From an optimization exercise on the open Yosys and OpenROAD flow, aimed at small area and a short achievable clock period; shortcuts taken in it are not production practice.
Where RTL was checked, it was by simulation tests only, not by an equivalence proof against the original.
For runs 3 to 6, only the layout was checked, not whether the RTL still works.
Power is estimated from default activity; no workload was simulated. No driver is modelled on the clock port, so clocking that relies on it looks cheaper here than on a real chip.

File: flow/design.v
`timescale 1ns/1ps
`default_nettype none
module cfgApbSlave
(
  input  logic                       clk,
  input  logic                       rstN,
  input  logic                       psel,
  input  logic                       penable,
  input  logic                       pwrite,
  input  logic [8-1:0]     paddr,
  input  logic [16-1:0]      pwdata,
  output logic [16-1:0]      prdata,
  output logic                       pready,
  output logic                       pslverr,
  output logic [32-1:0][16-1:0] regBank,
  output logic                       chunkTake,
  output logic [16-1:0]      chunkData,
  input  logic                       progValid,
  input  logic                       progValidNext,
  output logic [16-1:0]        unitLenNext,
  output logic [48-1:0]        hbEveryNext
);
  localparam int IdxW = $clog2(32);
  localparam int BankW = 32 * 16;
  localparam logic [BankW-1:0] ResetVals =
      (BankW'(1)     << (1   * 16)) |
      (BankW'(10000) << (7    * 16)) |
      (BankW'(10000) << (11    * 16)) |
      (BankW'(1)     << (15 * 16)) |
      (BankW'(3)     << (16    * 16));
  logic            accState;    
  logic            nextAcc;
  logic            setup;
  logic            regHit;
  logic            progHit;
  logic            errHit;
  logic            rdEn;
  logic            wrQ;
  logic [IdxW-1:0] idxQ;
  logic            progWQ;
  logic            wrUnitQ;     
  logic [2:0]      wrHbQ;       
  assign regHit  = !paddr[7];
  assign progHit = paddr == 8'h80;
  assign errHit  = paddr[7] && (paddr[6:0] != '0);
  assign setup   = !accState && psel && !penable;
  assign nextAcc = accState ? !(!psel || pready) : (psel && !penable);
  assign rdEn    = setup && !pwrite && regHit;
  function automatic logic [32-1:0] wordSel(input logic [IdxW-1:0] idx);
    logic [3:0] lo;
    logic [7:0] hi;
    for (int j = 0; j < 4; j++) lo[j] = idx[1:0] == 2'(j);
    for (int j = 0; j < 8; j++) hi[j] = idx[4:2] == 3'(j);
    for (int i = 0; i < 32; i++) wordSel[i] = hi[i / 4] && lo[i % 4];
  endfunction
  logic [32-1:0]  rdSel;
  logic [16-1:0] rdData;
  always_comb begin
    rdSel  = wordSel(paddr[IdxW+1:2]);
    rdData = '0;
    for (int i = 0; i < 32; i++) begin
      rdData = rdData | ({16{rdSel[i]}} & regBank[i]);
    end
  end
  always_ff @(posedge clk or negedge rstN) begin
    if (!rstN) begin
      accState <= 1'b0;
      pready   <= 1'b0;
      pslverr  <= 1'b0;
      prdata   <= '0;
      wrQ      <= 1'b0;
      progWQ   <= 1'b0;
      wrUnitQ  <= 1'b0;
      wrHbQ    <= '0;
    end else begin
      accState <= nextAcc;
      pready   <= nextAcc && !(pwrite && progHit && progValidNext);
      pslverr  <= setup && errHit;
      prdata   <= rdData & {16{rdEn}};
      wrQ      <= setup && pwrite && regHit;
      progWQ   <= nextAcc && pwrite && progHit;
      wrUnitQ  <= setup && pwrite && regHit && (paddr[IdxW+1:2] == IdxW'(7));
      for (int k = 0; k < 3; k++) begin
        wrHbQ[k] <= setup && pwrite && regHit &&
                    (paddr[IdxW+1:2] == IdxW'(11 + k));
      end
    end
  end
  always_ff @(posedge clk) begin
    idxQ <= paddr[IdxW+1:2];
  end
  assign chunkTake = progWQ && !progValid;
  assign chunkData = pwdata;
  logic [32-1:0] wrSel;
  assign wrSel = wordSel(idxQ) & {32{wrQ}};
  assign unitLenNext = wrUnitQ ? pwdata : regBank[7];
  for (genvar k = 0; k < 3; k++) begin : g_hb
    assign hbEveryNext[k*16 +: 16] =
        wrHbQ[k] ? pwdata : regBank[11 + k];
  end
  always_ff @(posedge clk or negedge rstN) begin
    if (!rstN) begin
      regBank <= ResetVals;
    end else begin
      for (int i = 0; i < 32; i++) begin
        if (wrSel[i]) regBank[i] <= pwdata;
      end
    end
  end
endmodule
`default_nettype wire
`timescale 1ns/1ps
`default_nettype none
module progDeserializer
#(
  parameter int outW    = 47,
  parameter int nChunks = 3
) (
  input  logic                   clk,
  input  logic                   rstN,
  input  logic                   inTake,
  input  logic [16-1:0]  inData,
  output logic                   outValid,
  output logic                   outValidNext,
  output logic [outW-1:0]        outWord,
  input  logic                   outReady
);
  localparam int InW  = 16;
  localparam int BufW = nChunks * InW;
  localparam int CntW = (nChunks > 1) ? $clog2(nChunks) : 1;
  localparam logic [CntW-1:0] LastCnt = CntW'(nChunks - 1);
  logic [CntW-1:0]  chunkCnt;
  logic [BufW-1:0]  shiftBuf;
  logic             last;
  assign last = chunkCnt == LastCnt;
  assign outValidNext = outValid ? !outReady : (inTake && last);
  always_ff @(posedge clk) begin
    for (int k = 0; k < nChunks; k++) begin
      if (inTake && chunkCnt == CntW'(k)) begin
        shiftBuf[k*InW +: InW] <= inData;
      end
    end
  end
  always_ff @(posedge clk or negedge rstN) begin
    if (!rstN) begin
      chunkCnt <= '0;
      outValid <= 1'b0;
    end else begin
      if (inTake) begin
        chunkCnt <= last ? '0 : chunkCnt + 1'b1;
      end
      outValid <= outValidNext;
    end
  end
  assign outWord = shiftBuf[outW-1:0];
endmodule
`default_nettype wire
`timescale 1ns/1ps
`default_nettype none
module cfgMapper
(
  input  logic                       clk,
  input  logic                       rstN,
  input  logic [32-1:0][16-1:0]   regBank,
  output logic [10-1:0]            filtsUsed,
  output logic [27-1:0]            incrementConstant,
  output logic [27-1:0]            decayConstant,
  output logic [4-1:0]             gensUsed,
  output logic [4-1:0]             gensEn,
  output logic [16-1:0]                         unitLen,
  output logic [48-1:0]                            timeElapsed,
  output logic [48-1:0]                            sendHbEvery,
  output logic                            resetTime,
  output logic                            reportTags,
  output logic                            pReset,
  output logic                            sReset,
  input  logic                       chunkTake,
  input  logic [16-1:0]                   chunkData,
  output logic                            progValid,
  output logic                            progValidNext,
  input  logic                       progReady,
  output logic [4-1:0]             progGenIdx,
  output logic [16-1:0]           progPeriod,
  output logic [16-1:0]           progTicks,
  output logic [11-1:0]              progTag
);
  localparam int WordW        = 16;
  localparam int FiltsLsb     = 0 * WordW;
  localparam int IncLsb       = 1 * WordW;
  localparam int DecayLsb     = 3 * WordW;
  localparam int GensUsedLsb  = 5 * WordW;
  localparam int GensEnLsb    = 6 * WordW;
  localparam int UnitLenLsb   = 7 * WordW;
  localparam int ElapsedLsb   = 8 * WordW;
  localparam int HbEveryLsb   = 11 * WordW;
  localparam int ResetTimeLsb = 14 * WordW;
  localparam int TagsLsb      = 15 * WordW;
  localparam int BdResetLsb   = 16 * WordW;
  logic [32*WordW-1:0] bankFlat;
  logic [47-1:0]                   progWord;
  assign bankFlat = regBank;
  assign filtsUsed         = bankFlat[FiltsLsb +: 10];
  assign incrementConstant = bankFlat[IncLsb +: 27];
  assign decayConstant     = bankFlat[DecayLsb +: 27];
  assign gensUsed          = bankFlat[GensUsedLsb +: 4];
  assign gensEn            = bankFlat[GensEnLsb +: 4];
  assign unitLen           = bankFlat[UnitLenLsb +: 16];
  assign timeElapsed       = bankFlat[ElapsedLsb +: 48];
  assign sendHbEvery       = bankFlat[HbEveryLsb +: 48];
  assign resetTime         = bankFlat[ResetTimeLsb];
  assign reportTags        = bankFlat[TagsLsb];
  assign pReset            = bankFlat[BdResetLsb];
  assign sReset            = bankFlat[BdResetLsb + 1];
  progDeserializer #(
    .outW    (47),
    .nChunks (3)
  ) u_progDes (
    .clk      (clk),
    .rstN     (rstN),
    .inTake   (chunkTake),
    .inData   (chunkData),
    .outValid (progValid),
    .outValidNext (progValidNext),
    .outWord  (progWord),
    .outReady (progReady)
  );
  assign {progGenIdx, progPeriod, progTicks, progTag} = progWord;
endmodule
`default_nettype wire
`timescale 1ns/1ps
`default_nettype none
module timeMgr
(
  input  logic                 clk,
  input  logic                 rstN,
  input  logic [16-1:0]  unitLen,
  input  logic [48-1:0]  timeElapsed,
  input  logic [48-1:0]  sendHbEvery,
  input  logic [16-1:0]  unitLenNext,    
  input  logic [48-1:0]  hbEveryNext,    
  input  logic                 resetTime,
  output logic [48-1:0]  currentTime,
  output logic                 unitTick,
  output logic                 hbPulse
);
  function automatic logic geTree16(input logic [15:0] a, input logic [15:0] b);
    logic [15:0] g, p;
    g = a & ~b;
    p = a | ~b;
    for (int s = 1; s < 16; s = s * 2) begin
      for (int i = 16 - 1; i >= 0; i--) begin
        if ((i % (2 * s)) == (2 * s - 1)) begin
          g[i] = g[i] | (p[i] & g[i - s]);
          p[i] = p[i] & p[i - s];
        end
      end
    end
    geTree16 = g[15] | p[15];
  endfunction
  function automatic logic geTree48(input logic [47:0] a, input logic [47:0] b);
    logic [63:0] g, p;
    g = {16'h0, a & ~b};
    p = {16'hffff, a | ~b};
    for (int s = 1; s < 64; s = s * 2) begin
      for (int i = 64 - 1; i >= 0; i--) begin
        if ((i % (2 * s)) == (2 * s - 1)) begin
          g[i] = g[i] | (p[i] & g[i - s]);
          p[i] = p[i] & p[i - s];
        end
      end
    end
    geTree48 = g[63] | p[63];
  endfunction
  function automatic logic [15:0] onesBelow16(input logic [15:0] a);
    logic [15:0] t;
    t = {a[14:0], 1'b1};
    for (int s = 1; s < 16; s = s * 2) begin
      for (int i = 16 - 1; i >= s; i--) t[i] = t[i] & t[i - s];
    end
    onesBelow16 = t;
  endfunction
  function automatic logic [47:0] onesBelow48(input logic [47:0] a);
    logic [47:0] t;
    t = {a[46:0], 1'b1};
    for (int s = 1; s < 48; s = s * 2) begin
      for (int i = 48 - 1; i >= s; i--) t[i] = t[i] & t[i - s];
    end
    onesBelow48 = t;
  endfunction
  logic [16-1:0] unitNext;    
  logic [48-1:0] hbNext;      
  logic [16-1:0] unitNextD;
  logic [48-1:0] hbNextD;
  logic                wrap;        
  logic                hbDue;       
  logic                unitClr;
  logic                hbClr;
  assign hbDue     = geTree48(hbNext, sendHbEvery);
  assign unitClr   = resetTime || wrap;
  assign hbClr     = resetTime || (wrap && hbDue);
  assign unitNextD = unitClr ? 16'(1) : unitNext ^ onesBelow16(unitNext);
  assign hbNextD   = hbClr ? 48'(1) :
                     hbNext ^ (onesBelow48(hbNext) & {48{wrap}});
  always_ff @(posedge clk or negedge rstN) begin
    if (!rstN) begin
      unitNext    <= 16'(1);
      hbNext      <= 48'(1);
      wrap        <= 1'b0;
      currentTime <= '0;
      unitTick    <= 1'b0;
      hbPulse     <= 1'b0;
    end else begin
      unitTick    <= !resetTime && wrap;
      hbPulse     <= !resetTime && wrap && hbDue;
      unitNext    <= unitNextD;
      hbNext      <= hbNextD;
      wrap        <= geTree16(unitNextD, unitLenNext);
      currentTime <= resetTime ? timeElapsed :
                     currentTime ^ (onesBelow48(currentTime) & {48{wrap}});
    end
  end
endmodule
`default_nettype wire
`timescale 1ns/1ps
`default_nettype none
module cfgTop
(
  input  logic                    clk,
  input  logic                    rstN,
  input  logic                    psel,
  input  logic                    penable,
  input  logic                    pwrite,
  input  logic [8-1:0]  paddr,
  input  logic [16-1:0]                pwdata,
  output logic [16-1:0]                     prdata,
  output logic                         pready,
  output logic                         pslverr,
  output logic [10-1:0]         filtsUsed,
  output logic [27-1:0]         incrementConstant,
  output logic [27-1:0]         decayConstant,
  output logic [4-1:0]          gensUsed,
  output logic [4-1:0]          gensEn,
  output logic                         reportTags,
  output logic                         pReset,
  output logic                         sReset,
  output logic                         progValid,
  input  logic                    progReady,
  output logic [4-1:0]          progGenIdx,
  output logic [16-1:0]        progPeriod,
  output logic [16-1:0]        progTicks,
  output logic [11-1:0]           progTag,
  output logic [48-1:0]                         currentTime,
  output logic                         unitTick,
  output logic                         hbPulse
);
  logic [32-1:0][16-1:0] regBank;
  logic [16-1:0]                 chunkData;
  logic                     chunkTake;
  logic                     progValidNext;
  logic [16-1:0]                  unitLen;
  logic [48-1:0]                     timeElapsed;
  logic [48-1:0]                     sendHbEvery;
  logic                     resetTime;
  logic [16-1:0]      unitLenNext;
  logic [48-1:0]      hbEveryNext;
  cfgApbSlave u_slave (
    .clk          (clk),
    .rstN         (rstN),
    .psel         (psel),
    .penable      (penable),
    .pwrite       (pwrite),
    .paddr        (paddr),
    .pwdata       (pwdata),
    .prdata       (prdata),
    .pready       (pready),
    .pslverr      (pslverr),
    .regBank      (regBank),
    .chunkTake    (chunkTake),
    .chunkData    (chunkData),
    .progValid    (progValid),
    .progValidNext (progValidNext),
    .unitLenNext  (unitLenNext),
    .hbEveryNext  (hbEveryNext)
  );
  cfgMapper u_mapper (
    .clk               (clk),
    .rstN              (rstN),
    .regBank           (regBank),
    .filtsUsed         (filtsUsed),
    .incrementConstant (incrementConstant),
    .decayConstant     (decayConstant),
    .gensUsed          (gensUsed),
    .gensEn            (gensEn),
    .unitLen           (unitLen),
    .timeElapsed       (timeElapsed),
    .sendHbEvery       (sendHbEvery),
    .resetTime         (resetTime),
    .reportTags        (reportTags),
    .pReset            (pReset),
    .sReset            (sReset),
    .chunkTake         (chunkTake),
    .chunkData         (chunkData),
    .progValid         (progValid),
    .progValidNext     (progValidNext),
    .progReady         (progReady),
    .progGenIdx        (progGenIdx),
    .progPeriod        (progPeriod),
    .progTicks         (progTicks),
    .progTag           (progTag)
  );
  timeMgr u_timeMgr (
    .clk         (clk),
    .rstN        (rstN),
    .unitLen     (unitLen),
    .timeElapsed (timeElapsed),
    .sendHbEvery (sendHbEvery),
    .unitLenNext (unitLenNext),
    .hbEveryNext (hbEveryNext),
    .resetTime   (resetTime),
    .currentTime (currentTime),
    .unitTick    (unitTick),
    .hbPulse     (hbPulse)
  );
endmodule
`default_nettype wire
File: flow/run.sh
#!/bin/bash
# synth_recipe.tcl (not shown) runs the flow's synth.tcl, then flattens the netlist and writes it again
# the make line also repeats each setting of config.mk as NAME=value (left out here)
make -C /OpenROAD-flow-scripts/flow DESIGN_CONFIG=/design/flow/config.mk WORK_HOME=/design/flow/orfs CLKGATE_MAP_FILE= SYNTH_SCRIPT=/design/flow/synth_recipe.tcl finish
File: flow/config.mk
export PLATFORM = sky130hd
export DESIGN_NAME = cfgTop
export DESIGN_NICKNAME = cfgTop
export VERILOG_FILES = /design/flow/design.v
export SDC_FILE = /design/flow/constraint.sdc
export NUM_CORES = 4
export LEC_CHECK = 0
export CAP_MARGIN = 20
export CORE_MARGIN = 2
export CORE_UTILIZATION = 60
export SETUP_SLACK_MARGIN = 3.5
export SLEW_MARGIN = 20
File: flow/constraint.sdc
create_clock -name core_clock -period 6.0 [get_ports {clk}]
set_input_delay 1.2000 -clock core_clock [delete_from_list [all_inputs] [get_ports {clk}]]
set_output_delay 1.2000 -clock core_clock [all_outputs]
set_load 0.01 [all_outputs]
==> impl_metrics.yaml, run 1 <==
routing:
  first_pass_iters: 6
  drt_wl_total_mm: 126
  ant_nets: 0
  via_per_inst: 7.00
  vias: 26200
  drtIter0Drc: 3716
  route.detailed.drc: 0
  wl_per_cell_um: 33.6
cells_and_area:
  fillers: 3300
  multi_input_area_um2: 14200
  seqCellArea_um2: 17900
  area_delta_synth_final_pct: 27.9
  drive_gt1_share_pct: 41.2
  fin_nets: 3029
  fin_cells: 3747
floorplanning:
  core_area_um2: 52900
  die_x_um: 236
  fp-row-count: 84
  start_util_pct: 61.0
  die_h_um: 236
  die_area_um2: 55600
  ioPinCount: 221
logic_synthesis:
  yosysTopAreaCellShare_pct: 49.4
  ys_seq_area_share_pct: 55.4
  syn_nets: 2621
  synth_edf_count: 47
  ys_ff_latch: 704
  synth_top_cell_by_area: "dfrtp_1"
  ys.flop_type: "dfrtp_1"
  syn_inst: 2588
  synth_common_cells: "dfrtp_1 (636), mux2_2 (505), clkbuf_1 (151), nand2_1 (124), a22oi_1 (122)"
  avgSynthCellArea_um2: 12.5
  yosys_warnings: 3
  synth_area_um2: 32200
  synth.area.top_cells: "dfrtp_1 (49%), mux2_2 (18%), edfxtp_1 (4.4%), a22oi_1 (2.8%), a221oi_1 (1.9%)"
  synth_cell_types: 80
  synth.most_common_cell: "dfrtp_1"
  async_flop_share_pct: 92.6
sta:
  fin_crit_sh_pct: 46.4
  relSlewSlack_pct: 29.6
  rsz0062_at_grt: "yes"
  tightest_slew_ns: 1.06
  drv_slew: 0
  fmax_mhz: 359
  tns_ns: 0
  finClkSkew_ns: 0.0318
  finalSetupViolations: 0
  hold_violations: 0
  min_period_ns: 2.79
placed_design:
  io_buffers: 220
  hpwl_mm: 75.7
  dp_cells: 3333
  place_congestion: 0.950
global_route:
  grt.total_usage_pct: 44.8
  grt_overflow: 0
  grt_pass1_wl_mm: 181
  grt_pass1_vias: 25900
  grt_max_degree: 135
  antenna_found_initial: 6
worst_setup_path:
  endpoint: "u_timeMgr.hbNext[41]"
  r2r-end: "u_timeMgr.hbNext[41]"
  crit_family: "compound AO/OA/AOI/OAI gates"
  reg2reg_from: "u_slave.regBank[197]"
  cp_data_required_time_ns: 6.47
  crit_buf_inv: 6
  r2r_cells: 13
  r2r_slack_ns: 3.21
  crit_path_max_incr_delay_ns: 0.49
  critPathSlowestCell: "dfrtp_1"
  worst-setup-path-type: "reg -> reg"
  timing.critical_path.from_type: "flop"
  critical_path_peak_fanout: 5
  cpMostUsedCell: "buf_4"
  path_depth: 13
  crit_arrival_ns: 3.26
  startpoint: "u_slave.regBank[197]"
  worstSetupEndpointType: "flop"
  path_cells: "a222oi_1, buf_4, buf_4, and2_1, o311ai_2, a31oi_4, nor4_4, buf_4, a211oi_4, buf_6, buf_6, buf_16, nor4_2"
flow_run:
  maxCapViolCount: 0
power_and_ir_drop:
  p_comb_share_pct: 14.0
  clkPwrFrac_pct: 39.6
  seq_power_share_pct: 46.4
  cellLeakagePower_uw: 0.0179
  power_density_nw_per_um2: 287
  ir_worst_vdd_v: 0.000224
  switching_share_pct: 26.9
  p_int_uw: 8640
  power_uw: 11800
  switchingPower_uw: 3180
clocking:
  clkTransAtPathRegs_ns: 0.06
  clockBufferDepth: 3
  insertion_delay_ns: 0.64
  cts_tree: "built"
  holdBufCountCts: 0
  cts_buffers: 75
  clkSinkCount: 704
  cts.htree.levels: 3
  clockRootBuffer: "clkbuf_16"
outcome:
  outcome: "complete, no violations"
hold_path:
  worstHoldStart: "u_slave.regBank[294]"
  min_path_cells: 1
  min_path_type: "reg -> reg"
[what timing repair did]
item,4_1_cts,5_1_grt
gates cloned,15,0
resized for setup,600,92
endpoints found under the setup margin,317,135
setup buffers,206,53
pin swaps,98,36
[worst register-to-register path, cell delays in order (launching register included)]
cell	delay (ns)
dfrtp_1	0.49
a222oi_1	0.36
buf_4	0.19
buf_4	0.12
and2_1	0.13
o311ai_2	0.13
a31oi_4	0.21
nor4_4	0.05
buf_4	0.17
a211oi_4	0.27
buf_6	0.20
buf_6	0.13
buf_16	0.13
nor4_2	0.04
[worst min path at each step]
| stage | slack [ns] | end |
|---|---|---|
| after floorplan | 0.44 | u_timeMgr.unitNext[0] |
| after global placement | 0.45 | u_timeMgr.unitNext[0] |
| after detailed placement | 0.45 | u_timeMgr.unitNext[0] |
| after CTS | 0.48 | u_timeMgr.unitNext[0] |
| after global routing | 0.52 | u_slave.regBank[359] |
| final | 0.51 | u_slave.regBank[294] |
[state kept, by name, indices dropped and copies added, names as in the netlist]
register and count:
u_slave.pready 1, u_timeMgr.currentTime 48, u_timeMgr.wrap 1, u_slave.progWQ 1
u_mapper.u_progDes.outValid 1, u_slave.idxQ 5, u_slave.wrUnitQ 1, u_slave.accState 1
u_timeMgr.unitTick 1, u_slave.prdata 16, u_slave.wrQ 1, u_mapper.u_progDes.chunkCnt 2
u_mapper.u_progDes.shiftBuf 47, u_timeMgr.hbPulse 1, u_timeMgr.unitNext 16, u_slave.regBank 512
u_timeMgr.hbNext 48, u_slave.pslverr 1
[power by group through the flow]
stage          registers (uW)  logic [uW]  clock network, uW
2_1_floorplan            5490         645                  0
3_3_place_gp             5590        1230                  0
3_5_place_dp             5610        1260                  0
4_1_cts                  5450        1550               4680
5_1_grt                  5490        1750               4880
6_report                 5480        1650               4680
[placed cells by master, fill, tap and decap left out, types with 9 or more instances in the layout]
| cell type | netlist | layout |
|---|---|---|
| nor2b_1 | 14 | 11 |
| o21ai_0 | 64 | 63 |
| nor3_1 | 29 | 22 |
| o22ai_1 | 9 | 9 |
| nor4_2 | 32 | 26 |
| xor2_1 | 34 | 34 |
| dfrtp_1 | 636 | 603 |
| buf_2 | 7 | 14 |
| nand2_1 | 124 | 118 |
| clkbuf_1 | 151 | 29 |
| dfstp_2 | 16 | 16 |
| buf_6 | 4 | 20 |
| xnor2_1 | 63 | 62 |
| nand2b_1 | 18 | 14 |
| dlygate4sd2_1 | 0 | 73 |
| a221oi_1 | 71 | 44 |
| buf_12 | 0 | 41 |
| nor2_1 | 104 | 66 |
| nor4_4 | 1 | 27 |
| clkbuf_8 | 0 | 14 |
| mux2_2 | 505 | 505 |
| a21oi_1 | 19 | 17 |
| nor2_2 | 0 | 16 |
| clkdlybuf4s15_2 | 0 | 15 |
| dfrtp_2 | 0 | 30 |
| nand4_1 | 51 | 51 |
| buf_4 | 74 | 271 |
| a22oi_1 | 122 | 122 |
| edfxtp_1 | 47 | 47 |
| clkbuf_16 | 0 | 77 |
| nor2_4 | 0 | 22 |
| a221oi_2 | 0 | 23 |
| a22o_1 | 70 | 69 |
| clkdlybuf4s50_1 | 0 | 15 |
| nand3_1 | 60 | 55 |
| inv_1 | 68 | 67 |
| clkdlybuf4s15_1 | 0 | 90 |
[cell families (layout without fill, tap and decap cells)]
group | after synthesis | in the layout | synth area share (%)
AOI/OAI and AO/OA | 414 | 414 | 9.62
buffers and inverters | 308 | 778 | 4.57
DFF | 704 | 704 | 55.4
muxes | 517 | 517 | 18.0
xor gates and xnor gates | 97 | 97 | 2.64
adders and majority gates | 17 | 17 | 0.574
and+or+nand+nor | 531 | 531 | 9.22
other | 0 | 1 | 0
[layout make-up]
type	count	share of cell area (%)
sequential	704	43.4
antenna	1	0.00607
clock inverter	20	0.561
timing repair buffer	569	13.6
inverter	70	0.637
clock buffer	119	5.37
tap	688	2.09
multi-input combinational	1576	34.3
[metrics by stage]
step                      hold slack [ns]  util [%]  setup WS, ns  instance area (um2)
after detailed placement            0.451      66.1          1.93                34900
final                               0.506      78.0          3.21                41200
after CTS                           0.482      76.7          3.33                40500
after global routing                0.516      78.0          3.16                41200
after global placement              0.446      66.0          1.95                34900
after floorplan                     0.438         -          3.05                32400
[per-layer routing]
layer | global-route usage (%) | wire [um]
met5 | 0 | 34
met4 | 27.8 | 9570
met3 | 11.7 | 14600
met2 | 67.1 | 55700
met1 | 58.5 | 45900
==> run 2: changes to the inputs <==
==> flow/flow/run.sh (new file) <==
#!/bin/bash
# Standard layout, with plain buf_2 cells as the port buffers and a clock
# tree without dummy loads. Each tool's output goes to a log of its own here.
set -euo pipefail
export BUFFER_PORTS_ARGS="-buffer_cell sky130_fd_sc_hd__buf_2"
export CTS_ARGS="-sink_clustering_enable -repair_clock_nets -dont_use_dummy_load"
bash standard.sh synth > make_synth.log 2>&1
bash standard.sh > make_layout.log 2>&1
==> flow/standard.sh (new file) <==
#!/bin/bash
# synth_recipe.tcl (not shown) runs the flow's synth.tcl, then flattens the netlist and writes it again
# the make line also repeats each setting of config.mk as NAME=value (left out here)
make -C /OpenROAD-flow-scripts/flow DESIGN_CONFIG=/design/flow/config.mk WORK_HOME=/design/flow/orfs CLKGATE_MAP_FILE= SYNTH_SCRIPT=/design/flow/synth_recipe.tcl "${@:-finish}"
removed: flow/run.sh
==> impl_metrics.yaml, run 2 <==
global_route:
  grt_pass1_vias: 24200
  grt.total_usage_pct: 41.1
  grt_overflow: 0
  antenna_found_initial: 1
  grt_pass1_wl_mm: 166
  grt_max_degree: 140
clocking:
  cts_tree: "built"
  clockBufferDepth: 3
  clkSinkCount: 704
  cts_buffers: 73
  cts.htree.levels: 3
  insertion_delay_ns: 0.62
  clockRootBuffer: "clkbuf_16"
  clkTransAtPathRegs_ns: 0.06
  holdBufCountCts: 0
sta:
  fmax_mhz: 381
  finalSetupViolations: 0
  min_period_ns: 2.62
  rsz0062_at_grt: "yes"
  drv_slew: 0
  hold_violations: 0
  tightest_slew_ns: 1.16
  relSlewSlack_pct: 22.6
  fin_crit_sh_pct: 43.7
  tns_ns: 0
  finClkSkew_ns: 0.0356
floorplanning:
  die_h_um: 236
  start_util_pct: 61.0
  ioPinCount: 221
  fp-row-count: 84
  die_area_um2: 55600
  core_area_um2: 52900
  die_x_um: 236
logic_synthesis:
  async_flop_share_pct: 92.6
  synth.area.top_cells: "dfrtp_1 (49%), mux2_2 (18%), edfxtp_1 (4.4%), a22oi_1 (2.8%), a221oi_1 (1.9%)"
  synth_cell_types: 80
  synth_common_cells: "dfrtp_1 (636), mux2_2 (505), clkbuf_1 (151), nand2_1 (124), a22oi_1 (122)"
  yosysTopAreaCellShare_pct: 49.4
  syn_nets: 2621
  avgSynthCellArea_um2: 12.5
  ys_seq_area_share_pct: 55.4
  synth.most_common_cell: "dfrtp_1"
  ys.flop_type: "dfrtp_1"
  ys_ff_latch: 704
  synth_edf_count: 47
  synth_area_um2: 32200
  syn_inst: 2588
  yosys_warnings: 3
  synth_top_cell_by_area: "dfrtp_1"
hold_path:
  min_path_type: "reg -> reg"
worst_setup_path:
  critical_path_peak_fanout: 5
  timing.critical_path.from_type: "flop"
  worst-setup-path-type: "reg -> reg"
  cp_data_required_time_ns: 6.50
  crit_arrival_ns: 3.13
  r2r_slack_ns: 3.38
  worstSetupEndpointType: "flop"
routing:
  ant_nets: 0
  wl_per_cell_um: 32.7
  first_pass_iters: 8
  drtIter0Drc: 2775
  route.detailed.drc: 0
  via_per_inst: 6.94
  vias: 24500
  drt_wl_total_mm: 116
cells_and_area:
  largest_reg_flops: 512
  finalInstanceArea_um2: 38400
  layout_common_cells: "dfrtp_1 (620), mux2_2 (505), buf_2 (209), buf_4 (153), nand2_1 (120)"
  drive_gt1_share_pct: 44.3
  fin_nets: 2884
  reg_top3: "u_slave.regBank: 512 flops, u_timeMgr.currentTime: 48 flops, u_timeMgr.hbNext: 48 flops"
  area_delta_synth_final_pct: 19.3
  regMostFlops: "u_slave.regBank"
  n_antenna_cell: 0
  mostFrequentLayoutCell: "dfrtp_1"
power_and_ir_drop:
  ir_worst_vdd_v: 0.000241
  cellLeakagePower_uw: 0.0167
  power_density_nw_per_um2: 278
flow_run:
  maxCapViolCount: 0
placed_design:
  hpwl_mm: 73.4
  placed_area_um2: 33700
  io_buffers: 220
  place_congestion: 0.901
outcome:
  outcome: "complete, no violations"
==> run 2: cell counts after synthesis <==
No cell type changed its count.
==> run 2: what timing repair did <==
action                                  4_1_cts  5_1_grt
resized for setup                           175      125
endpoints found under the hold margin         0        0
setup buffers                                89       40
gates cloned                                  9        3
endpoints found under the setup margin      105      106
pin swaps                                    83       53
==> run 2: per-stage QoR <==
step / worst slack [ns] / hold slack (ns) / power [uW] / utilization (%) / instances
5_1_grt: 3.30 / 0.511 / 11000 / 72.7 / 3537
4_1_cts: 3.41 / 0.507 / 10600 / 70.8 / 3494
3_5_place_dp: 2.19 / 0.452 / 6670 / 63.8 / 3323
3_3_place_gp: 2.13 / 0.446 / 6630 / 63.8 / 3323
6_report: 3.38 / 0.506 / 10700 / 72.7 / 3537
2_1_floorplan: 3.05 / 0.438 / 6130 / - / 2588
==> run 2: kinds of logic (layout without fill, tap and decap cells) <==
group | Yosys count | count (layout) | share of synthesized area, %
DFF | 704 | 704 | 55.4
muxes | 517 | 517 | 18.0
buffers and inverters | 308 | 568 | 4.57
adders and majority gates | 17 | 17 | 0.574
AOI/OAI and AO/OA | 414 | 414 | 9.62
and+or+nand+nor | 531 | 532 | 9.22
xor gates and xnor gates | 97 | 97 | 2.64
==> run 2: routing by layer <==
metal | track usage (%) | routed length, um | vias to the layer above
li1 | - | - | 9932
met1 | 53.9 | 44000 | 12600
met2 | 63.2 | 52500 | 1547
met3 | 10.1 | 11500 | 414
met4 | 22.9 | 7710 | 2
met5 | 0 | 8 | -
==> run 2: final timing paths <==
check / start / to / depth (start not counted)
worst min-delay path: u_slave.regBank[311] / u_slave.regBank[311] / 1
max in group asynchronous: rstN / u_slave.regBank[58] / 2
worst max-delay path: u_timeMgr.hbNext[0] / u_timeMgr.hbNext[15] / 10
worst min register to register: u_slave.regBank[311] / u_slave.regBank[311] / 1
worst max register to register: u_timeMgr.hbNext[0] / u_timeMgr.hbNext[15] / 10
min in group asynchronous: rstN / u_mapper.u_progDes.outValid / 1
==> run 2: power breakdown <==
part / total [uW] / internal [uW] / switching, uW
Sequential: 5520 / 5130 / 391
Clock: 3890 / 2130 / 1750
Combinational: 1270 / 559 / 712
==> run 2: cell type report <==
cell class / instances / area, um2
tap: 688 / 861
sequential: 704 / 17900
clock buffer: 73 / 1830
timing repair buffer: 425 / 3320
inverter: 70 / 263
multi-input combinational: 1577 / 14300
fill: 3591 / 14400
==> run 2: critical path: stages, from the launching register on <==
cell       delay (ns)
dfstp_2          0.38
nand2b_4         0.13
maj3_2           0.30
maj3_2           0.31
maj3_2           0.32
o221ai_2         0.17
a21o_1           0.20
a211oi_4         0.09
buf_6            0.18
clkbuf_16        0.18
nor4_4           0.27
==> run 3: changes to the inputs <==
--- a/flow/design.v
+++ b/flow/design.v
@@ -37,6 +37,7 @@
   logic            rdEn;
   logic            wrQ;
   logic [IdxW-1:0] idxQ;
+  logic [16-1:0] wdataQ;    
   logic            progWQ;
   logic            wrUnitQ;     
   logic [2:0]      wrHbQ;       
@@ -87,23 +88,24 @@
     end
   end
   always_ff @(posedge clk) begin
-    idxQ <= paddr[IdxW+1:2];
+    idxQ   <= paddr[IdxW+1:2];
+    wdataQ <= pwdata;
   end
   assign chunkTake = progWQ && !progValid;
-  assign chunkData = pwdata;
+  assign chunkData = wdataQ;
   logic [32-1:0] wrSel;
   assign wrSel = wordSel(idxQ) & {32{wrQ}};
-  assign unitLenNext = wrUnitQ ? pwdata : regBank[7];
+  assign unitLenNext = wrUnitQ ? wdataQ : regBank[7];
   for (genvar k = 0; k < 3; k++) begin : g_hb
     assign hbEveryNext[k*16 +: 16] =
-        wrHbQ[k] ? pwdata : regBank[11 + k];
+        wrHbQ[k] ? wdataQ : regBank[11 + k];
   end
   always_ff @(posedge clk or negedge rstN) begin
     if (!rstN) begin
       regBank <= ResetVals;
     end else begin
       for (int i = 0; i < 32; i++) begin
-        if (wrSel[i]) regBank[i] <= pwdata;
+        if (wrSel[i]) regBank[i] <= wdataQ;
       end
     end
   end
==> impl_metrics.yaml, run 3 <==
outcome:
  outcome: "complete, no violations"
logic_synthesis:
  yosysTopAreaCellShare_pct: 49.5
  synthAdderAreaFrac_pct: 0.673
  avgSynthCellArea_um2: 12.3
  synth_top_cell_by_area: "dfrtp_1"
  synth_area_um2: 32200
  synth_edf_count: 47
  ys_ff_latch: 720
  synth_common_cells: "dfrtp_1 (636), mux2_2 (497), nor2_1 (150), nand2_1 (148), clkbuf_1 (142)"
  syn_nets: 2639
  yosys_warnings: 3
  muxShareOfSynthArea_pct: 17.9
  synthSimpleGateAreaFrac_pct: 8.45
  synth_compound_area_share_pct: 9.55
  synth_cell_types: 69
  ys.flop_type: "dfrtp_1"
  ys_seq_area_share_pct: 56.5
  async_flop_share_pct: 90.6
  synth_top_family_by_area: "multiplexers"
  synth.area.top_cells: "dfrtp_1 (49%), mux2_2 (17%), edfxtp_1 (4.4%), a22oi_1 (2.8%), a221oi_1 (1.9%)"
  syn_inst: 2606
  yosys.area_share.xor_xnor_pct: 2.78
  synth.most_common_cell: "dfrtp_1"
sta:
  drv_slew: 0
  tns_ns: 0
  finalSetupViolations: 0
  min_period_ns: 2.90
  relSlewSlack_pct: 30.6
  rsz0062_at_grt: "yes"
  hold_ws_ns: 0.504
  tightest_slew_ns: 1.04
  hold_violations: 0
  fin_crit_sh_pct: 48.4
  fmax_mhz: 345
  finClkSkew_ns: 0.0484
global_route:
  grt_max_degree: 147
  grt_overflow: 0
  grt_pass1_wl_mm: 163
  grt.total_usage_pct: 40.4
  grt_pass1_vias: 23700
  antenna_found_initial: 4
worst_setup_path:
  reg2reg_from: "u_slave.regBank[192]"
  r2r-end: "u_timeMgr.hbNext[40]"
  path_depth: 13
  path_cells: "nor2b_1, o2111ai_1, o221ai_1, maj3_1, maj3_1, o221ai_1, a21oi_1, a31oi_2, o211ai_1, buf_4, buf_12, buf_12, nor2_2"
  crit_family: "compound AO/OA/AOI/OAI gates"
  worst-setup-path-type: "reg -> reg"
  worstSetupEndpointType: "flop"
  timing.critical_path.from_type: "flop"
  r2r_cells: 13
  crit_path_max_incr_delay_ns: 0.45
  crit_arrival_ns: 3.44
  critPathSlowestCell: "dfrtp_2"
  crit_buf_inv: 3
  critical_path_peak_fanout: 6
  r2r_slack_ns: 3.10
  cp_data_required_time_ns: 6.54
routing:
  route.detailed.drc: 0
  via_per_inst: 6.79
  ant_nets: 0
  vias: 24100
  wl_per_cell_um: 31.8
  drtIter0Drc: 2852
  first_pass_iters: 6
  drt_wl_total_mm: 113
cells_and_area:
  largest_reg_flops: 512
  regMostFlops: "u_slave.regBank"
  fin_nets: 2900
  fin_cells: 3553
  area_delta_synth_final_pct: 17.3
  reg_top3: "u_slave.regBank: 512 flops, u_timeMgr.currentTime: 48 flops, u_timeMgr.hbNext: 48 flops"
  finalInstanceArea_um2: 37700
  n_antenna_cell: 0
  fillers: 3763
  mostFrequentLayoutCell: "dfrtp_1"
  drive_gt1_share_pct: 41.5
  layout_common_cells: "dfrtp_1 (622), mux2_2 (497), buf_2 (213), nand2_1 (143), buf_4 (139)"
floorplanning:
  die_x_um: 236
  core_area_um2: 52800
  start_util_pct: 61.0
  fp-row-count: 84
  die_area_um2: 55500
  die_h_um: 236
  ioPinCount: 221
clocking:
  cts_buffers: 74
  clockRootBuffer: "clkbuf_16"
  cts_tree: "built"
  cts.htree.levels: 3
  insertion_delay_ns: 0.62
  clkSinkCount: 720
  clkTransAtPathRegs_ns: 0.06
  clockBufferDepth: 3
flow_run:
  maxCapViolCount: 0
power_and_ir_drop:
  ir_worst_vdd_v: 0.000213
  power_uw: 10400
  power_density_nw_per_um2: 276
  cellLeakagePower_uw: 0.0177
hold_path:
  min_path_cells: 1
  hold_end: "u_slave.regBank[100]"
  worstHoldStart: "u_slave.regBank[100]"
  min_path_type: "reg -> reg"
placed_design:
  placed_area_um2: 33900
  dp_cells: 3368
  hpwl_mm: 72.0
  io_buffers: 220
  place_congestion: 0.967
-- run 3: cell types whose count changed in the layout (fill, tap and decap cells not counted), moves of 10 or more --
cell and change:
nor2_4 +23, nor4_4 -31, o21ai_1 +21, buf_4 -14, nor4_2 -15, dfxtp_1 +16, nand2_1 +23, a221oi_2 -10
nor2_1 +22
-- run 3: area by class of cell --
class | instances | area, um2 | share of cell area, %
Clock buffer | 74 | 1850 | 4.91
Inverter | 62 | 233 | 0.617
Multi-Input combinational cell | 1604 | 13700 | 36.2
Sequential cell | 720 | 18200 | 48.2
Tap cell | 688 | 861 | 2.28
Timing Repair Buffer | 405 | 2930 | 7.77
-- run 3: what timing repair did --
| action | CTS | global route |
|---|---|---|
| setup buffers | 67 | 39 |
| gates resized for setup | 130 | 115 |
| cloned | 4 | 1 |
| pin swaps | 28 | 36 |
| hold buffers | 0 | 0 |
| setup endpoints to repair | 104 | 115 |
-- run 3: logic make-up after synthesis --
kind of cell / after synthesis
and+or+nand+nor: 551
AOI/OAI and AO/OA: 418
DFF: 720
buffers and inverters: 283
adders and majority gates: 20
muxes: 512
xor gates and xnor gates: 102
-- run 3: power by group --
part	internal, uW	switching (uW)
Clock	2160	1760
Sequential	5120	214
Combinational	483	660
Total	7760	2640
-- run 3: worst max-delay path by stage --
| stage | startpoint | end | slack [ns] |
|---|---|---|---|
| after global placement | paddr[3] | u_slave.prdata[11] | 2.47 |
| final | u_slave.regBank[192] | u_timeMgr.hbNext[40] | 3.10 |
| after floorplan | u_timeMgr.hbNext[5] | u_timeMgr.hbNext[0] | 3.39 |
| after detailed placement | paddr[3] | u_slave.prdata[11] | 2.49 |
| after CTS | u_timeMgr.hbNext[0] | u_timeMgr.hbNext[0] | 3.08 |
| after global routing | u_timeMgr.hbNext[0] | u_timeMgr.hbNext[40] | 2.96 |
-- run 3: metal layers --
metal / global-route usage (%) / share of wire, %
met1: 54.9 / 39
met2: 62.7 / 46
met3: 8.60 / 10
met4: 18.5 / 5.5
met5: 0 / 0.0089
-- run 3: through the flow --
step	util, %	worst slack [ns]
floorplan	-	3.39
global placement	64.2	2.47
detailed placement	64.2	2.49
CTS	69.9	3.08
global route	71.5	2.96
finish	71.5	3.10
==> run 4: changes to the inputs <==
--- a/flow/design.v
+++ b/flow/design.v
@@ -245,33 +245,27 @@
   output logic                 unitTick,
   output logic                 hbPulse
 );
-  function automatic logic geTree16(input logic [15:0] a, input logic [15:0] b);
-    logic [15:0] g, p;
-    g = a & ~b;
-    p = a | ~b;
+  function automatic logic geFlat16(input logic [15:0] a, input logic [15:0] b);
+    logic [15:0] e, q;
+    logic [16:0] t;
+    e = ~(a ^ b);
+    q = {1'b1, e[15:1]};
     for (int s = 1; s < 16; s = s * 2) begin
-      for (int i = 16 - 1; i >= 0; i--) begin
-        if ((i % (2 * s)) == (2 * s - 1)) begin
-          g[i] = g[i] | (p[i] & g[i - s]);
-          p[i] = p[i] & p[i - s];
-        end
-      end
+      for (int i = 0; i < 16 - s; i++) q[i] = q[i] & q[i + s];
     end
-    geTree16 = g[15] | p[15];
+    t = {q[0] & e[0], a & ~b & q};
+    geFlat16 = |t;
   endfunction
-  function automatic logic geTree48(input logic [47:0] a, input logic [47:0] b);
-    logic [63:0] g, p;
-    g = {16'h0, a & ~b};
-    p = {16'hffff, a | ~b};
-    for (int s = 1; s < 64; s = s * 2) begin
-      for (int i = 64 - 1; i >= 0; i--) begin
-        if ((i % (2 * s)) == (2 * s - 1)) begin
-          g[i] = g[i] | (p[i] & g[i - s]);
-          p[i] = p[i] & p[i - s];
-        end
-      end
+  function automatic logic geFlat48(input logic [47:0] a, input logic [47:0] b);
+    logic [47:0] e, q;
+    logic [48:0] t;
+    e = ~(a ^ b);
+    q = {1'b1, e[47:1]};
+    for (int s = 1; s < 48; s = s * 2) begin
+      for (int i = 0; i < 48 - s; i++) q[i] = q[i] & q[i + s];
     end
-    geTree48 = g[63] | p[63];
+    t = {q[0] & e[0], a & ~b & q};
+    geFlat48 = |t;
   endfunction
   function automatic logic [15:0] onesBelow16(input logic [15:0] a);
     logic [15:0] t;
@@ -297,7 +291,7 @@
   logic                hbDue;       
   logic                unitClr;
   logic                hbClr;
-  assign hbDue     = geTree48(hbNext, sendHbEvery);
+  assign hbDue     = geFlat48(hbNext, sendHbEvery);
   assign unitClr   = resetTime || wrap;
   assign hbClr     = resetTime || (wrap && hbDue);
   assign unitNextD = unitClr ? 16'(1) : unitNext ^ onesBelow16(unitNext);
@@ -316,7 +310,7 @@
       hbPulse     <= !resetTime && wrap && hbDue;
       unitNext    <= unitNextD;
       hbNext      <= hbNextD;
-      wrap        <= geTree16(unitNextD, unitLenNext);
+      wrap        <= geFlat16(unitNextD, unitLenNext);
       currentTime <= resetTime ? timeElapsed :
                      currentTime ^ (onesBelow48(currentTime) & {48{wrap}});
     end
==> impl_metrics.yaml, run 4 <==
outcome:
  outcome: "complete, no violations"
worst_setup_path:
  cp_data_required_time_ns: 6.49
  worstSetupEndpointType: "flop"
  worst-setup-path-type: "reg -> reg"
  critical_path_peak_fanout: 6
  timing.critical_path.from_type: "flop"
  r2r_cells: 9
  crit_arrival_ns: 3.26
power_and_ir_drop:
  switching_share_pct: 26.1
  p_comb_share_pct: 13.4
  p_int_uw: 7970
  ir_worst_vdd_v: 0.000288
  cellLeakagePower_uw: 0.0182
  seq_power_share_pct: 49.6
  clkPwrFrac_pct: 37.1
  switchingPower_uw: 2820
  power_density_nw_per_um2: 276
routing:
  wl_per_cell_um: 31.7
  vias: 25100
  first_pass_iters: 7
  route.detailed.drc: 0
  drtIter0Drc: 2775
  ant_nets: 0
  via_per_inst: 6.81
  drt_wl_total_mm: 117
floorplanning:
  fp-row-count: 86
  start_util_pct: 60.4
  core_area_um2: 54900
  die_h_um: 239
  die_x_um: 239
  die_area_um2: 57200
  ioPinCount: 221
global_route:
  grt_pass1_wl_mm: 167
  grt_pass1_vias: 24400
  grt.total_usage_pct: 40.5
  grt_max_degree: 137
  antenna_found_initial: 5
  grt_overflow: 0
logic_synthesis:
  avgSynthCellArea_um2: 12.2
  synth_top_cell_by_area: "dfrtp_1"
  synth_edf_count: 47
  syn_inst: 2720
  synth_cell_types: 68
  synth_area_um2: 33200
  synth.most_common_cell: "dfrtp_1"
  ys_seq_area_share_pct: 54.8
  synth.area.top_cells: "dfrtp_1 (48%), mux2_2 (16%), a22oi_1 (4.8%), edfxtp_1 (4.3%), ha_1 (2.5%)"
  syn_nets: 2817
  yosys_warnings: 3
  ys_ff_latch: 720
  synth_common_cells: "dfrtp_1 (636), mux2_2 (481), a22oi_1 (210), nand2_1 (198), clkbuf_1 (142)"
  yosysTopAreaCellShare_pct: 48.0
  ys.flop_type: "dfrtp_1"
  async_flop_share_pct: 90.6
placed_design:
  place_congestion: 0.971
  io_buffers: 220
  hpwl_mm: 75.5
  place_ws_ns: 2.48
  dp_cells: 3464
clocking:
  cts_tree: "built"
  cts_buffers: 76
  clockRootBuffer: "clkbuf_16"
  clockBufferDepth: 3
  cts.htree.levels: 3
  insertion_delay_ns: 0.63
  clkTransAtPathRegs_ns: 0.05
  clkSinkCount: 720
sta:
  tightest_slew_ns: 1.47
  fmax_mhz: 361
  finalSetupViolations: 0
  min_period_ns: 2.77
  tns_ns: 0
  drv_slew: 0
  finClkSkew_ns: 0.0399
  hold_violations: 0
  relSlewSlack_pct: 2.17
  fin_ws_ns: 3.23
  fin_crit_sh_pct: 46.2
  rsz0062_at_grt: "yes"
cells_and_area:
  area_delta_synth_final_pct: 18.1
  fin_cells: 3678
  seqCellArea_um2: 18200
  reg_top3: "u_slave.regBank: 512 flops, u_timeMgr.currentTime: 48 flops, u_timeMgr.hbNext: 48 flops"
  multi_input_area_um2: 14600
  layout_common_cells: "dfrtp_1 (627), mux2_2 (481), buf_2 (217), a22oi_1 (208), nand2_1 (192)"
  fin_nets: 3072
  drive_gt1_share_pct: 39.4
  regMostFlops: "u_slave.regBank"
  mostFrequentLayoutCell: "dfrtp_1"
  fillers: 3856
  largest_reg_flops: 512
flow_run:
  maxCapViolCount: 0
hold_path:
  min_path_type: "reg -> reg"
  min_path_cells: 0
==> run 4: cell types whose count changed after synthesis, sizes merged, moves of 16 or more <==
| cell | delta |
|---|---|
| a221oi | -46 |
| ha | +64 |
| nor2 | -54 |
| nand2 | +50 |
| buf | +21 |
| a22oi | +90 |
| maj3 | -17 |
| nor4 | +53 |
| mux2 | -16 |
| a22o | -46 |
==> run 4: routing by layer <==
layer / part of all wire [%] / vias up / GRT usage (%) / routed length, um
met4: 5.8 / 6 / 20.0 / 6700
met3: 9.6 / 377 / 9.15 / 11200
met1: 40 / 12800 / 55.4 / 46100
met5: 0.093 / - / 1.04 / 108
met2: 45 / 1513 / 61.2 / 52500
li1: - / 10300 / - / -
==> run 4: final timing paths <==
kind / end / start / slack [ns]
max in group asynchronous: u_slave.regBank[346] / rstN / 3.86
worst min-delay path: u_mapper.u_progDes.shiftBuf[22] / u_slave.wdataQ[6] / 0.44
worst min register to register: u_mapper.u_progDes.shiftBuf[22] / u_slave.wdataQ[6] / 0.44
worst max register to register: u_timeMgr.hbNext[35] / u_timeMgr.hbNext[46] / 3.23
min in group asynchronous: u_mapper.u_progDes.outValid / rstN / 0.66
worst max-delay path: u_timeMgr.hbNext[35] / u_timeMgr.hbNext[46] / 3.23
==> run 4: area by class of cell <==
cell class,count,area share (%)
inverters,71,0.681
multi-input cells,1688,37.3
clock buffers,76,4.86
well taps,704,2.25
diodes,1,0.00639
repair buffers,418,8.51
flip-flops and latches,720,46.4
==> run 4: power by group through the flow <==
stage / combinational (uW) / clock (uW) / sequential, uW
6_report: 1440 / 4000 / 5350
2_1_floorplan: 639 / 0 / 5340
3_5_place_dp: 945 / 0 / 5430
3_3_place_gp: 920 / 0 / 5420
5_1_grt: 1540 / 4210 / 5360
4_1_cts: 1270 / 4030 / 5340
==> run 4: cells by family after synthesis <==
family,after synthesis,share of synthesized area (%)
flops,720,54.8
simple gates,601,9.68
mux,498,16.8
compound gates,417,8.87
buf+inv,313,4.57
xor+xnor,104,2.75
fa+ha+maj,67,2.53
==> run 4: what timing repair did <==
item | CTS | global route
setup endpoints to repair | 109 | 87
gates resized for setup | 93 | 94
pin swaps | 44 | 66
buffers inserted | 81 | 41
hold buffers | 0 | 0
gates cloned | 11 | 4
==> run 4: worst max-delay path: stages (launching register included) <==
cell       delay (ns)
dfrtp_1          0.43
ha_4             0.26
and3_4           0.18
a221o_1          0.33
a221oi_2         0.31
o211ai_1         0.20
o31a_2           0.39
buf_8            0.17
clkbuf_16        0.18
nor4_4           0.22
==> run 4: metrics by stage <==
stage          util (%)  area [um2]  hold WS, ns  power [uW]
2_1_floorplan         -       33500        0.451        5980
3_3_place_gp       63.2       34700        0.413        6340
3_5_place_dp       63.2       34700        0.429        6370
4_1_cts            69.5       38100        0.437       10600
5_1_grt            71.4       39200        0.454       11100
6_report           71.4       39200        0.436       10800
==> run 5: changes to the inputs <==
==> flow/flow/run.sh (replaced) <==
#!/bin/bash
# Standard layout, with plain buf_2 cells as the port buffers and a clock
# tree without dummy loads. Each tool's output goes to a log of its own here.
set -euo pipefail
export BUFFER_PORTS_ARGS="-buffer_cell sky130_fd_sc_hd__buf_2"
export CTS_ARGS="-sink_clustering_enable -repair_clock_nets -dont_use_dummy_load -sink_clustering_size 30 -sink_clustering_max_diameter 120"
bash standard.sh synth > make_synth.log 2>&1
bash standard.sh > make_layout.log 2>&1
==> impl_metrics.yaml, run 5 <==
logic_synthesis:
  synth_edf_count: 47
  synth_top_cell_by_area: "dfrtp_1"
  yosysTopAreaCellShare_pct: 48.0
  synth_common_cells: "dfrtp_1 (636), mux2_2 (481), a22oi_1 (210), nand2_1 (198), clkbuf_1 (142)"
  ys_seq_area_share_pct: 54.8
  ys.flop_type: "dfrtp_1"
  synth_cell_types: 68
  yosys_warnings: 3
  async_flop_share_pct: 90.6
  syn_inst: 2720
  ys_ff_latch: 720
  synth.area.top_cells: "dfrtp_1 (48%), mux2_2 (16%), a22oi_1 (4.8%), edfxtp_1 (4.3%), ha_1 (2.5%)"
  synth.most_common_cell: "dfrtp_1"
  syn_nets: 2817
  avgSynthCellArea_um2: 12.2
  synth_area_um2: 33200
floorplanning:
  die_area_um2: 57200
  die_x_um: 239
  start_util_pct: 60.4
  fp-row-count: 86
  die_h_um: 239
  core_area_um2: 54900
  ioPinCount: 221
routing:
  via_per_inst: 6.86
  route.detailed.drc: 0
  vias: 24900
  wl_met3_mm: 11.2
  first_pass_iters: 7
  wl_per_cell_um: 31.9
  drtIter0Drc: 2995
  ant_nets: 0
  wl_met1_mm: 45.9
  wl_met2_mm: 52.0
  drt_wl_total_mm: 116
  top_layer_used: "met5"
cells_and_area:
  area_delta_synth_final_pct: 14.2
  layout_common_cells: "dfrtp_1 (622), mux2_2 (481), buf_2 (215), a22oi_1 (208), nand2_1 (191)"
  multi_input_area_um2: 14600
  reg_top3: "u_slave.regBank: 512 flops, u_timeMgr.currentTime: 48 flops, u_timeMgr.hbNext: 48 flops"
  fillers: 4050
  regMostFlops: "u_slave.regBank"
  seqCellArea_um2: 18200
  mostFrequentLayoutCell: "dfrtp_1"
  fin_nets: 3019
  drive_gt1_share_pct: 38.2
  largest_reg_flops: 512
sta:
  tightest_slew_ns: 1.46
  hold_ws_ns: 0.457
  rsz0062_at_grt: "yes"
  fmax_mhz: 357
  fin_crit_sh_pct: 46.7
  relSlewSlack_pct: 2.51
  tns_ns: 0
  finClkSkew_ns: 0.0517
  finalSetupViolations: 0
  hold_violations: 0
  min_period_ns: 2.80
  drv_slew: 0
worst_setup_path:
  reg2reg_from: "u_slave.regBank[220]"
  worst-setup-path-type: "reg -> reg"
  startpoint: "u_slave.regBank[220]"
  crit_family: "compound AO/OA/AOI/OAI gates"
  crit_arrival_ns: 3.31
  timing.critical_path.from_type: "flop"
  r2r_slack_ns: 3.20
  worstSetupEndpointType: "flop"
  crit_path_max_incr_delay_ns: 0.42
  critPathSlowestCell: "o31a_2"
  cp_data_required_time_ns: 6.51
  crit_buf_inv: 3
  critical_path_peak_fanout: 6
  path_cells: "inv_2, ha_1, and3_4, a221o_1, a221oi_2, o211ai_1, o31a_2, buf_12, clkbuf_16, nor4_2"
global_route:
  grt_overflow: 0
  grt_pass1_wl_mm: 164
  grt_max_degree: 137
  antenna_found_initial: 3
  grt.total_usage_pct: 39.8
  grt_pass1_vias: 23800
power_and_ir_drop:
  cellLeakagePower_uw: 0.0176
  ir_worst_vdd_v: 0.000249
  power_density_nw_per_um2: 239
clocking:
  holdBufCountCts: 0
  clockBufferDepth: 3
  clkSinkCount: 720
  clkTransAtPathRegs_ns: 0.11
  insertion_delay_ns: 0.65
  clockRootBuffer: "clkbuf_16"
  cts_buffers: 27
  cts.htree.levels: 1
  cts_tree: "built"
placed_design:
  hpwl_mm: 75.5
  io_buffers: 220
  place_congestion: 0.971
flow_run:
  maxCapViolCount: 0
hold_path:
  worstHoldStart: "u_slave.wdataQ[6]"
  min_path_type: "reg -> reg"
outcome:
  outcome: "complete, no violations"
## run 5: cell counts after synthesis
Identical to the previous run, type by type.
## run 5: layout make-up
class                   instances  share of cell area, %
inverters                      71                  0.703
repair buffers                413                   8.63
well taps                     704                   2.32
multi-input cells            1689                   38.6
diodes                          2                 0.0132
flip-flops and latches        720                   48.0
clock buffers                  27                   1.78
## run 5: path summary, 6_finish.rpt
check | to | cells past startpoint
hold / removal | u_mapper.u_progDes.shiftBuf[22] | 0
min in group asynchronous | u_mapper.u_progDes.outValid | 1
setup / recovery | u_timeMgr.hbNext[20] | 10
max in group asynchronous | u_slave.regBank[252] | 2
hold reg to reg | u_mapper.u_progDes.shiftBuf[22] | 0
setup reg to reg | u_timeMgr.hbNext[20] | 10
## run 5: repair_timing
item                       4_1_cts  5_1_grt
pin swaps                       31       78
setup endpoints to repair      118      117
gates resized for setup         83      103
cloned                           9        7
hold endpoints to repair         0        0
buffers inserted                71       46
## run 5: layer usage
| metal | vias to the layer above | GRT usage [%] |
|---|---|---|
| met5 | - | 0 |
| met4 | 4 | 18.2 |
| met3 | 332 | 6.80 |
| met2 | 1497 | 60.7 |
| met1 | 12900 | 56.1 |
| li1 | 10200 | - |
## run 5: logic make-up (layout without fill, tap and decap cells)
logic type / after synthesis / count (layout) / share of synthesized area [%]
AO/OA/AOI/OAI: 417 / 417 / 8.87
flip-flops: 720 / 720 / 54.8
AND/OR/NAND/NOR: 601 / 603 / 9.68
other: 0 / 2 / 0
XOR/XNOR: 104 / 104 / 2.75
multiplexers: 498 / 498 / 16.8
buffers and inverters: 313 / 511 / 4.57
adder cells (fa/ha/maj): 67 / 67 / 2.53
## run 5: report_power, final
group	internal (uW)	leakage, uW	switching [uW]
Sequential	5110	0.00954	217
Combinational	635	0.00768	820
Clock	813	0.000333	1480
Total	6560	0.0176	2510
## run 5: through the flow
stage                     total power [uW]  instance area (um2)  util [%]  setup WS (ns)  std cells
after floorplan                       5980                33500         -           3.40       2720
after global placement                6340                34700      63.2           2.51       3464
after detailed placement              6370                34700      63.2           2.48       3464
after CTS                             8810                36700      66.8           3.28       3571
after global routing                  9340                37900      69.0           3.06       3624
final                                 9070                37900      69.1           3.20       3626
==> run 6: changes to the inputs <==
--- a/flow/design.v
+++ b/flow/design.v
@@ -100,15 +100,41 @@
     assign hbEveryNext[k*16 +: 16] =
         wrHbQ[k] ? wdataQ : regBank[11 + k];
   end
+  localparam logic [BankW-1:0] AsyncMask =
+      (BankW'(16'h03ff) << (0  * 16)) |
+      (BankW'(27'h7ffffff) << (1 * 16)) |
+      (BankW'(27'h7ffffff) << (3 * 16)) |
+      (BankW'(16'h000f) << (5   * 16)) |
+      (BankW'(16'h000f) << (6     * 16)) |
+      (BankW'(16'h0001) << (15 * 16)) |
+      (BankW'(16'h0003) << (16    * 16)) |
+      ResetVals;
+  logic [32-1:0][16-1:0] bankAsync;
+  logic [32-1:0][16-1:0] bankSync;
   always_ff @(posedge clk or negedge rstN) begin
     if (!rstN) begin
-      regBank <= ResetVals;
+      bankAsync <= ResetVals;
     end else begin
       for (int i = 0; i < 32; i++) begin
-        if (wrSel[i]) regBank[i] <= wdataQ;
+        if (wrSel[i]) bankAsync[i] <= wdataQ;
       end
     end
   end
+  logic [32-1:0] holdQ;
+  always_ff @(posedge clk or negedge rstN) begin
+    if (!rstN) begin
+      holdQ <= '0;
+    end else begin
+      holdQ <= ~(wordSel(paddr[IdxW+1:2]) & {32{setup && pwrite && regHit}});
+    end
+  end
+  always_ff @(posedge clk) begin
+    for (int i = 0; i < 32; i++) begin
+      bankSync[i] <= ({16{wrSel[i]}} & wdataQ) |
+                     ({16{holdQ[i]}} & bankSync[i]);
+    end
+  end
+  assign regBank = (bankAsync & AsyncMask) | (bankSync & ~AsyncMask);
 endmodule
 `default_nettype wire
 `timescale 1ns/1ps
==> flow/flow/run.sh (replaced) <==
#!/bin/bash
# Standard layout, with plain buf_2 cells as the port buffers and a clock
# tree without dummy loads. Each tool's output goes to a log of its own here.
set -euo pipefail
export BUFFER_PORTS_ARGS="-buffer_cell sky130_fd_sc_hd__buf_2"
export CTS_ARGS="-sink_clustering_enable -repair_clock_nets -dont_use_dummy_load"
bash standard.sh synth > make_synth.log 2>&1
bash standard.sh > make_layout.log 2>&1
==> impl_metrics.yaml, run 6 <==
worst_setup_path:
  critical_path_peak_fanout: 6
  cp_data_required_time_ns: 6.48
  r2r_cells: 11
  worstSetupEndpointType: "flop"
  crit_path_max_incr_delay_ns: 0.55
  crit_family: "compound AO/OA/AOI/OAI gates"
  crit_arrival_ns: 3.30
  worst-setup-path-type: "reg -> reg"
  crit_buf_inv: 4
  path_depth: 11
  path_cells: "inv_1, ha_1, a211oi_2, o211ai_1, o211ai_1, nand3_2, o41a_4, buf_12, buf_12, buf_16, nor4_2"
  timing.critical_path.from_type: "flop"
  critPathSlowestCell: "o41a_4"
routing:
  wl_per_cell_um: 34.3
  vias: 26800
  ant_nets: 0
  drt_wl_total_mm: 127
  first_pass_iters: 8
  route.detailed.drc: 0
  drtIter0Drc: 4173
  via_per_inst: 7.23
placed_design:
  place_ws_ns: 2.35
  hpwl_mm: 80.8
  io_buffers: 220
  place_congestion: 1.06
  placed_area_um2: 32500
logic_synthesis:
  syn_inst: 2789
  synth.area.top_cells: "dfxtp_1 (29%), dfrtp_1 (19%), a22o_1 (13%), a22oi_1 (4.6%), edfxtp_1 (4.5%)"
  yosysTopAreaCellShare_pct: 28.6
  synth_area_um2: 31300
  synth_top_cell_by_area: "dfxtp_1"
  synth_cell_types: 70
  avgSynthCellArea_um2: 11.2
  syn_nets: 2886
  yosys_warnings: 3
  synth_common_cells: "a22o_1 (459), dfxtp_1 (448), dfrtp_1 (239), a22oi_1 (192), nand2_1 (171)"
  synth_edf_count: 47
  ys_ff_latch: 750
  ys_seq_area_share_pct: 53.6
  ys.flop_type: "dfxtp_1"
  synth.most_common_cell: "a22o_1"
  async_flop_share_pct: 34.0
outcome:
  outcome: "complete, no violations"
sta:
  fin_crit_sh_pct: 47.0
  fin_ws_ns: 3.18
  tightest_slew_ns: 1.24
  tns_ns: 0
  rsz0062_at_grt: "yes"
  min_period_ns: 2.82
  finClkSkew_ns: 0.0560
  fmax_mhz: 355
  finalSetupViolations: 0
  hold_violations: 0
  relSlewSlack_pct: 17.4
  drv_slew: 0
clocking:
  insertion_delay_ns: 0.63
  clockBufferDepth: 3
  holdBufCountCts: 0
  clkSinkCount: 750
  cts.htree.levels: 3
  clkTransAtPathRegs_ns: 0.06
  clockRootBuffer: "clkbuf_16"
  cts_tree: "built"
  cts_buffers: 78
global_route:
  grt.total_usage_pct: 45.9
  grt_max_degree: 105
  grt_pass1_vias: 25200
  grt_overflow: 0
  antenna_found_initial: 4
  grt_pass1_wl_mm: 178
cells_and_area:
  drive_gt1_share_pct: 29.0
  finalInstanceArea_um2: 37400
  reg_top3: "u_slave.bankSync: 427 flops, u_slave.bankAsync: 85 flops"
  area_delta_synth_final_pct: 19.3
  fin_nets: 3118
  regMostFlops: "u_slave.bankSync"
  fillers: 3610
  layout_common_cells: "a22o_1 (459), dfxtp_1 (417), dfrtp_1 (228), buf_2 (215), a22oi_1 (189)"
  mostFrequentLayoutCell: "a22o_1"
  largest_reg_flops: 427
floorplanning:
  die_area_um2: 54000
  die_h_um: 232
  start_util_pct: 60.8
  core_area_um2: 51500
  ioPinCount: 221
  die_x_um: 232
  fp-row-count: 83
power_and_ir_drop:
  power_density_nw_per_um2: 298
  cellLeakagePower_uw: 0.0151
  ir_worst_vdd_v: 0.000243
hold_path:
  min_path_cells: 2
  min_path_type: "reg -> reg"
flow_run:
  maxCapViolCount: 0
run 6: changes by cell type in the layout (fill, tap and decap cells not counted), moves of 38 or more:
cell	previous run	this run
a22o_1	24	459
buf_4	139	178
clkbuf_16	32	80
dfrtp_1	622	228
dfxtp_1	21	417
mux2_2	481	81
o21ai_0	79	41
run 6: area by class of cell:
type / count / area, um2 / area share, %
diodes: 3 / 7.51 / 0.0201
clock buffers: 78 / 1950 / 5.23
inverters: 77 / 289 / 0.774
multi-input cells: 1669 / 13900 / 37.3
flip-flops and latches: 750 / 16900 / 45.1
well taps: 680 / 851 / 2.28
repair buffers: 445 / 3450 / 9.23
run 6: kinds of logic after synthesis:
logic type	Yosys count	share of synthesized area [%]
AOI/OAI and AO/OA	811	20.8
DFF	750	53.6
and+or+nand+nor	587	10.8
buffers and inverters	371	5.74
xor gates and xnor gates	105	2.94
muxes	98	3.46
adders and majority gates	67	2.68
run 6: timing repair:
item	CTS	global route
resized for setup	136	90
setup buffers	113	44
pin swaps	67	42
endpoints found under the setup margin	115	108
cloned	8	3
run 6: routing by layer:
metal / share of wire (%) / vias to the layer above / routed length (um) / global-route usage [%]
met5: 0.020 / - / 26 / 0
met4: 7.7 / 4 / 9730 / 28.8
met3: 14 / 576 / 18300 / 15.3
met2: 41 / 2223 / 52500 / 65.6
met1: 37 / 13100 / 46400 / 59.8
li1: - / 10800 / - / -
run 6: worst paths after layout:
check	startpoint	endpoint	slack [ns]
max	u_slave.bankSync[210]	u_timeMgr.hbNext[30]	3.18
min	u_slave.bankSync[174]	u_timeMgr.currentTime[46]	0.48
max reg2reg	u_slave.bankSync[210]	u_timeMgr.hbNext[30]	3.18
min reg2reg	u_slave.bankSync[174]	u_timeMgr.currentTime[46]	0.48
max in group asynchronous	rstN	u_timeMgr.wrap	3.80
min in group asynchronous	rstN	u_slave.bankAsync[82]	0.62
run 6: worst min-delay path: cells and delay by family (launching register included):
kind / cells / cell delay [ns]
and+or+nand+nor: 1 / 0.06
DFF: 1 / 0.33
AOI/OAI and AO/OA: 1 / 0.05
run 6: report_power, final:
part / switching [uW] / internal, uW / total, uW / leakage [uW]
sequential: 266 / 5300 / 5560 / 0.00736
clock: 1890 / 2280 / 4170 / 0.000961
combinational: 794 / 626 / 1420 / 0.00682
total: 2950 / 8200 / 11100 / 0.0151
run 6: stage by stage:
step	util, %	hold slack, ns	total power (uW)	instances
3_3_place_gp	63.0	0.461	6560	3452
2_1_floorplan	-	0.424	6230	2789
6_report	72.5	0.479	11100	3702
4_1_cts	70.7	0.475	10900	3652
5_1_grt	72.5	0.494	11400	3699
3_5_place_dp	63.1	0.465	6590	3453

==> static timing again, ports no longer ideal <==
How much do the figures lean on ideal ports? The routed layouts below were timed once more, with nothing changed but the port constraints. Step 1, drivers: a clkbuf_16 drives clk and a buf_2 each remaining input, both assumed. Step 2 moves the port delays by t, midway between the first and last clock arrival at a register: inputs arrive t later, outputs are due t later. That takes back most of the time a late clock gives input paths. Slacks: ideal / step 1 / step 2; pairs: ideal / step 1.
| run | shift t [ns] | setup WS [ns] | latest minus earliest clock arrival (ns) | worst slew at a driven data input, ns |
|---|---|---|---|---|
| run 1 | 0.680 | 3.214 / 3.214 / 2.724 | 0.034 / 0.035 | 0.05 |
| run 2 | 0.668 | 3.378 / 3.378 / 2.735 | 0.039 / 0.039 | 0.14 |
| run 3 | 0.657 | 3.098 / 3.098 / 2.862 | 0.056 / 0.055 | 0.05 |
| run 4 | 0.672 | 3.230 / 3.230 / 2.777 | 0.040 / 0.041 | 0.07 |
| run 5 | 0.692 | 3.196 / 3.196 / 2.790 | 0.054 / 0.054 | 0.06 |
| run 6 | 0.672 | 3.181 / 3.181 / 2.851 | 0.058 / 0.058 | 0.05 |
After both steps setup and hold are still met in every run listed. For run 2, which loses most, drivers alone change the setup slack by 0.000 ns; drivers and shift together by -0.643 ns.
